From an optimization exercise on the open Yosys and OpenROAD flow, aimed at small area, a short achievable clock period and few clock cycles; shortcuts taken in it are not production practice.
RTL that was checked went through simulation tests only; none was proved equivalent to the original.
Power figures rest on the tool's default switching activity, not on a simulated workload.

## duty_cycled_particle_averager
module duty_cycled_particle_averager
(
    input  wire logic        clk,
    input  wire logic        rst_n,
    input  wire logic        s_tvalid,
    output logic             s_tready,
    input  wire logic [87:0] s_tdata,
    output logic             m_tvalid,
    input  wire logic        m_tready,
    output logic      [63:0] m_tdata,
    input  wire logic        psel,
    input  wire logic        penable,
    input  wire logic        pwrite,
    input  wire logic [3:0]  paddr,
    input  wire logic [31:0] pwdata,
    output logic      [31:0] prdata,
    output logic             pready
);
For scale: roughly 230 I/O pins.
clock: 8.0 ns
lec_check: 0
abc_area: 1
cap_margin: 20
core_margin: 2
core_utilization: 60
cts_cluster_diameter: 80
cts_cluster_size: 30
setup_slack_margin: 4.5
slew_margin: 20
standard.sh (not shown) runs the stock make flow with config.mk's settings and CLKGATE_MAP_FILE= SYNTH_SCRIPT=/design/flow/synth_recipe.tcl, a recipe that flattens the netlist after the stock synthesis.
==> flow/flow/run.sh <==
#!/bin/bash
# The standard layout (the standard.sh, all steps through finish), with
# the port buffers that placement inserts made of sky130_fd_sc_hd__buf_2
# cells instead of the buffer_ports default. Every port still gets its own
# buffer. make's full output goes to layout.log in the work folder; ORFS's
# per-step logs stay under orfs/logs/.
set -euo pipefail
bash standard.sh "BUFFER_PORTS_ARGS=-buffer_cell sky130_fd_sc_hd__buf_2" finish > layout.log 2>&1
The first run produced a clean layout.
Testbench counts at the start, summed over its fixed seeds: cycles 9,553.
==> next run, changes <==
Settings changed: CTS_CLUSTER_SIZE 30 to 25, SETUP_SLACK_MARGIN 4.5 to 4.8.
Sequential cell count is unchanged.
Setup slack improved by 240 ps.
Cell area rises by 2.3%.
Synthesized cell count does not change.
==> next run, changes <==
Settings changed: CTS_CLUSTER_SIZE 25 to 30, SETUP_SLACK_MARGIN 4.8 to 4.3.
=> The new run finished with timing, DRC and antenna clean; utilization shrinks by 1.8 points; combinational power shrinks by a few percent; design area shrinks by a few percent; clock skew grows by 20 ps; total power shrinks by a few percent; die area stays the same; synthesized cell count does not change; count of clock-buffer cells in the layout shrinks by 5; wire length shrinks by a few percent; sequential power is about the same; global-route usage shrinks by 0.45 points.

* * *

duty_cycled_particle_averager again, from the RTL that the note above started with.
clock: 8.0 ns
lec_check: 0
abc_area: 1
cap_margin: 20
core_margin: 2
core_utilization: 60
cts_cluster_diameter: 80
cts_cluster_size: 25
setup_slack_margin: 4.9
slew_margin: 20
Scripts as last shown in full above: flow/flow/run.sh
Testbench counts at the start, summed over its fixed seeds: cycles 9,553.
Change:
CAP_MARGIN = 5   (was 20)
SETUP_SLACK_MARGIN = 4.8   (was 4.9)
SLEW_MARGIN = 5   (was 20)
Hold slack gets worse by 14 ps.
Worst setup slack got worse by 18 ps.
Die area does not change.
Core utilization decreases by 1.5 points.
Final cell count goes down by about 0.8%.
Global-route usage falls by 1.1 points.
Change:
CAP_MARGIN = 20   (was 5)
CTS_CLUSTER_SIZE = 30   (was 25)
SETUP_SLACK_MARGIN = 5.0   (was 4.8)
SLEW_MARGIN = 20   (was 5)
Result:
- core utilization climbs by 4.6 points
- via count climbs by 4.9%
- first-iteration DRC count climbs by about 20%
- non-clock buffer count climbs by 74
- wire length climbs by 11%
- sequential power climbs by about 1%
- setup slack got worse by 66 ps
- hold slack improved by 8.1 ps
Change:
CORE_UTILIZATION = 70   (was 60)
CTS_CLUSTER_SIZE = 25   (was 30)
PLACE_DENSITY = 0.72   (was not set)
SETUP_SLACK_MARGIN = 4.8   (was 5.0)
The changed run passed the timing, DRC and antenna checks.
Total power drops by 8.8%.
First-iteration DRC count came out higher by 31%.
Setup slack got worse by 42 ps.
Die area came out lower by 14%.

* * *

Another version of the RTL of duty_cycled_particle_averager (not shown whole).
Size: about 2700 cells after synthesis, roughly 430 flip-flops, ~230 I/O pins.
Settings: LEC_CHECK=0, CAP_MARGIN=20, CORE_MARGIN=2, CORE_UTILIZATION=60, SLEW_MARGIN=20; clock period 8.0 ns.
run.sh (not shown) runs the stock make flow with config.mk's settings and CLKGATE_MAP_FILE= SYNTH_SCRIPT=/design/flow/synth_recipe.tcl, a recipe that flattens the netlist after the stock synthesis.
Stock flow here: none of the scripts above is used.
Next try:
--- a/flow/config.mk
+++ b/flow/config.mk
@@ -9,3 +9,4 @@
 export CORE_MARGIN = 2
 export CORE_UTILIZATION = 60
+export SETUP_SLACK_MARGIN = 4.5
 export SLEW_MARGIN = 20
Result: First-iteration DRC count increases by 29%; cell count rose by 5.1%; routed wire length goes up by 16%.
No run of this note included a check of the RTL's function; only the layout flow was run.

* * *

## run 1
duty_cycled_particle_averager, a different RTL version from the one above (not shown whole).
Size in the first run: roughly 440 flip-flops, roughly 230 I/O pins, roughly 0.029 mm^2 of cells after synthesis.
export LEC_CHECK = 0
export ABC_AREA = 1
export CAP_MARGIN = 20
export CORE_MARGIN = 2
export CORE_UTILIZATION = 60
export CTS_CLUSTER_DIAMETER = 80
export CTS_CLUSTER_SIZE = 30
export SETUP_SLACK_MARGIN = 4.3
export SLEW_MARGIN = 20
create_clock -name core_clock -period 8.0 [get_ports {clk}]
Having completed the whole flow, run 1 delivered a layout that passed the timing, DRC and antenna checks.
What run 2 does differently from run 1 at the input level:
Settings: CTS_CLUSTER_DIAMETER removed (was 80); CTS_CLUSTER_SIZE removed (was 30).
==> flow/flow/run.sh (new file) <==
#!/bin/bash
# The standard layout (the standard.sh, all steps through finish), with
# the port buffers that placement inserts made of sky130_fd_sc_hd__buf_2
# cells instead of the buffer_ports default. Every port still gets its own
# buffer. make's full output goes to layout.log in the work folder; ORFS's
# per-step logs stay under orfs/logs/.
set -euo pipefail
bash standard.sh "BUFFER_PORTS_ARGS=-buffer_cell sky130_fd_sc_hd__buf_2" finish > layout.log 2>&1
==> flow/standard.sh (new file) <==
#!/bin/bash
# synth_recipe.tcl (not shown) runs the flow's synth.tcl, then flattens the netlist and writes it again
# the make line also repeats each setting of config.mk as NAME=value (left out here)
make -C /OpenROAD-flow-scripts/flow DESIGN_CONFIG=/design/flow/config.mk WORK_HOME=/design/flow/orfs CLKGATE_MAP_FILE= SYNTH_SCRIPT=/design/flow/synth_recipe.tcl "${@:-finish}"
removed: flow/run.sh
Results
Run 2 finished end to end and its layout was clean on timing, DRC and antenna.
[compare] base=run 1 new=run 2: clock-buffer cell count up 110%, cell area after layout down 2.7%, sequential cell area flat.
Run 2 has placed instance area below what run 1 had.
No run of this note included a check of the RTL's function; only the layout flow was run.

* * *

## main
duty_cycled_particle_averager, a different RTL version from the one above (not shown whole).
For scale: about 3000 cells after synthesis, about 470 flip-flops, about 230 I/O pins, ~0.029 mm2 of cells after synthesis.
clock: 8.0 ns
lec_check: 0
cap_margin: 20
core_margin: 2
core_utilization: 60
setup_slack_margin: 4.3
slew_margin: 20
Stock flow here: none of the scripts above is used.
Testbench counts of main, summed over its fixed seeds: cycles 9,553.
Inputs modified between main and the feature branch:
Settings: SETUP_SLACK_MARGIN changed from 4.3 to 4.8.
### Flow results
The feature branch vs main: detailed placer's ending HPWL down slightly
The share of the clock period used by the worst path after layout in the feature branch sits 1.9 points above the value recorded for main.
Re global routing usage on met3: main and the feature branch aren't equal, and the higher value belongs to the feature branch.
Re fraction of synthesized cell area in xor and xnor cells: no difference whatsoever between the feature branch and main.
Relative to main, the number of global-route vias before repair of the feature branch is higher by 1898.
Delta (the feature branch minus main): layout overhead on the synthesized area up 12 points, number of logic stages on the critical path including buffering closely matched the old numbers, total wire length picked up an extra 18000 um, final cell count grew by 3.2%, smallest setup slack after layout now smaller.
Compared with main, the feature branch shows a higher total power of the final layout.

* * *

Setup of the reference run:
Another version of the RTL of duty_cycled_particle_averager (not shown whole).
Size in the first run: about 3600 cells after synthesis, ~470 flip-flops, about 230 I/O pins, about 30000 um2 of cells after synthesis.
Design duty_cycled_particle_averager, start of the top module:
module duty_cycled_particle_averager
(
    input  wire logic        clk,
    input  wire logic        rst_n,
    input  wire logic        s_tvalid,
    output logic             s_tready,
    input  wire logic [87:0] s_tdata,
    output logic             m_tvalid,
    input  wire logic        m_tready,
    output logic      [63:0] m_tdata,
    input  wire logic        psel,
    input  wire logic        penable,
    input  wire logic        pwrite,
    input  wire logic [3:0]  paddr,
    input  wire logic [31:0] pwdata,
    output logic      [31:0] prdata,
    output logic             pready
);
make LEC_CHECK=0 ABC_AREA=1 CAP_MARGIN=20 CORE_MARGIN=2 CORE_UTILIZATION=60 SETUP_SLACK_MARGIN=4.3 SLEW_MARGIN=20 finish   # period 8.0 ns
The reference run: flow completed, timing, DRC and antenna clean
Testbench counts of the reference run, summed over its fixed seeds: cycles 9,553.
Modified inputs, the trial run compared to the reference run
==> flow/flow/run.sh (new file) <==
#!/bin/bash
# The standard layout (the standard.sh, all steps through finish), with
# the port buffers that placement inserts made of sky130_fd_sc_hd__buf_2
# cells instead of the buffer_ports default. Every port still gets its own
# buffer. make's full output goes to layout.log in the work folder; ORFS's
# per-step logs stay under orfs/logs/.
set -euo pipefail
bash standard.sh "BUFFER_PORTS_ARGS=-buffer_cell sky130_fd_sc_hd__buf_2" finish > layout.log 2>&1
==> flow/standard.sh (new file) <==
#!/bin/bash
# synth_recipe.tcl (not shown) runs the flow's synth.tcl, then flattens the netlist and writes it again
# the make line also repeats each setting of config.mk as NAME=value (left out here)
make -C /OpenROAD-flow-scripts/flow DESIGN_CONFIG=/design/flow/config.mk WORK_HOME=/design/flow/orfs CLKGATE_MAP_FILE= SYNTH_SCRIPT=/design/flow/synth_recipe.tcl "${@:-finish}"
removed: flow/run.sh
Notes after the runs:
Going from the reference run to the trial run, detailed-routed wire length on met3 grew slightly.
Relative to the reference run, total stage count of the critical path has increased by 16 in the trial run.
Post-detailed-routing wire length delta (the reference run -> the trial run): insignificant
Looking at buffer count from post-CTS setup fixing across the trial run and the reference run, the one that comes out higher is the reference run.
In the metrics for the trial run and the reference run, the one carrying the lower post-CTS resize count is the trial run.
The trial run went all the way through synthesis, placement and routing and the layout is clean on timing, DRC and antenna.
The trial run vs. the reference run: via count stayed essentially flat, worst-case vdd ir drop down 23%, area added between synthesis and finish down 3.6 points.

* * *

duty_cycled_particle_averager with an RTL version that a note above also has.
Size: ~3700 cells after synthesis, roughly 470 flip-flops, roughly 29000 um^2 of cells after synthesis.
==> flow/config.mk <==
export PLATFORM = sky130hd
export DESIGN_NAME = duty_cycled_particle_averager
export DESIGN_NICKNAME = duty_cycled_particle_averager
export VERILOG_FILES = /design/flow/design.v
export SDC_FILE = /design/flow/constraint.sdc
export NUM_CORES = 4
export LEC_CHECK = 0
export ABC_AREA = 1
export CAP_MARGIN = 20
export CORE_MARGIN = 2
export CORE_UTILIZATION = 60
export CTS_CLUSTER_DIAMETER = 60
export CTS_CLUSTER_SIZE = 20
export SETUP_SLACK_MARGIN = 4.8
export SLEW_MARGIN = 20
==> flow/constraint.sdc <==
create_clock -name core_clock -period 8.0 [get_ports {clk}]
set_input_delay 1.6000 -clock core_clock [delete_from_list [all_inputs] [get_ports {clk}]]
set_output_delay 1.6000 -clock core_clock [all_outputs]
set_load 0.01 [all_outputs]
standard.sh (not shown) runs the stock make flow with config.mk's settings and CLKGATE_MAP_FILE= SYNTH_SCRIPT=/design/flow/synth_recipe.tcl, a recipe that flattens the netlist after the stock synthesis.
==> flow/flow/run.sh <==
#!/bin/bash
# The standard layout (the standard.sh, all steps through finish), with
# the port buffers that placement inserts made of sky130_fd_sc_hd__buf_2
# cells instead of the buffer_ports default. Every port still gets its own
# buffer. make's full output goes to layout.log in the work folder; ORFS's
# per-step logs stay under orfs/logs/.
set -euo pipefail
bash standard.sh "BUFFER_PORTS_ARGS=-buffer_cell sky130_fd_sc_hd__buf_2" finish > layout.log 2>&1
The first run completed with no timing, DRC or antenna violations.
Testbench counts at the start, summed over its fixed seeds: cycles 9,553.
Next try:
Settings changed: CTS_CLUSTER_DIAMETER 60 to 80, CTS_CLUSTER_SIZE 20 to 30, SETUP_SLACK_MARGIN 4.8 to 4.7.
Die area does not change.
Synthesized cell count stays the same.
Worst hold slack is better by 0.0091 ns.
Count of clock-buffer cells in the layout goes down by 16.
Sequential cell count is unchanged.
Clock power decreases by about 14%.
Cell count goes down by about 0.9%.
Global-route usage drops by 0.25 points.
Design area came out lower by about 2.3%.
Via count barely changes.
First-iteration DRC count came out higher by 7.3%.

## afterwards: timing with drivers on the ports
No port has a modelled driver above. Below, the same layouts with a new extraction and two added sets of constraints.
Step 1 assumes that a clkbuf_16 drives the clock port and a buf_2 every other input.
Step 2 adds t to the input delays and takes it off the output delays; t is the mean of the earliest and latest rising clock arrival at the registers after step 1. Input paths then give back, and output paths get back, about the clock's delay inside the block.
Slacks: ideal / step 1 / step 2; pairs: ideal / step 1.
run	t (ns)	slack for setup (ns)	worst hold slack (ns)	worst setup path after step 2	worst register clock-pin slew, ns
the first run of note 1	0.671	4.593 / 4.625 / 3.960	0.440 / 0.440 / 0.440	input to register	0.11 / 0.11
the second run of note 1	0.676	4.834 / 4.857 / 4.181	0.435 / 0.435 / 0.435	input to register	0.10 / 0.10
the third run of note 1	0.674	4.458 / 4.458 / 3.851	0.436 / 0.436 / 0.436	input to register	0.11 / 0.11
the first run of note 2	0.669	4.854 / 4.876 / 4.207	0.449 / 0.449 / 0.449	input to register	0.10 / 0.10
the second run of note 2	0.676	4.836 / 4.860 / 4.183	0.436 / 0.436 / 0.436	input to register	0.10 / 0.10
the third run of note 2	0.686	4.771 / 4.790 / 4.104	0.444 / 0.444 / 0.444	input to register	0.11 / 0.11
the fourth run of note 2	0.659	4.729 / 4.751 / 4.092	0.447 / 0.447 / 0.447	input to register	0.10 / 0.10
the first run of note 3	0.634	0.723 / 0.723 / 0.723	0.443 / 0.443 / 0.443	register to register	0.06 / 0.06
the second run of note 3	0.647	1.999 / 1.999 / 1.999	0.431 / 0.431 / 0.431	register to register	0.06 / 0.06
run 1	0.667	4.216 / 4.157 / 3.775	0.443 / 0.443 / 0.443	input to register	0.11 / 0.11
run 2	0.657	4.242 / 4.180 / 3.893	0.433 / 0.433 / 0.433	input to register	0.07 / 0.07
main	0.667	4.126 / 4.144 / 3.477	0.464 / 0.464 / 0.464	input to register	0.07 / 0.07
the feature branch	0.682	3.972 / 4.009 / 3.327	0.451 / 0.451 / 0.451	input to register	0.07 / 0.07
the reference run	0.671	4.391 / 4.330 / 3.781	0.448 / 0.448 / 0.448	input to register	0.07 / 0.07
the trial run	0.667	4.439 / 4.439 / 3.947	0.444 / 0.444 / 0.444	input to register	0.06 / 0.06
the first run of note 7	0.642	4.776 / 4.800 / 4.158	0.432 / 0.432 / 0.432	input to register	0.08 / 0.08
the second run of note 7	0.686	4.767 / 4.767 / 4.124	0.441 / 0.441 / 0.441	input to register	0.12 / 0.12
After both steps every run listed still meets setup and hold. For the third run of note 2, which loses most, drivers alone change the setup slack by +0.019 ns; drivers and shift together by -0.667 ns.
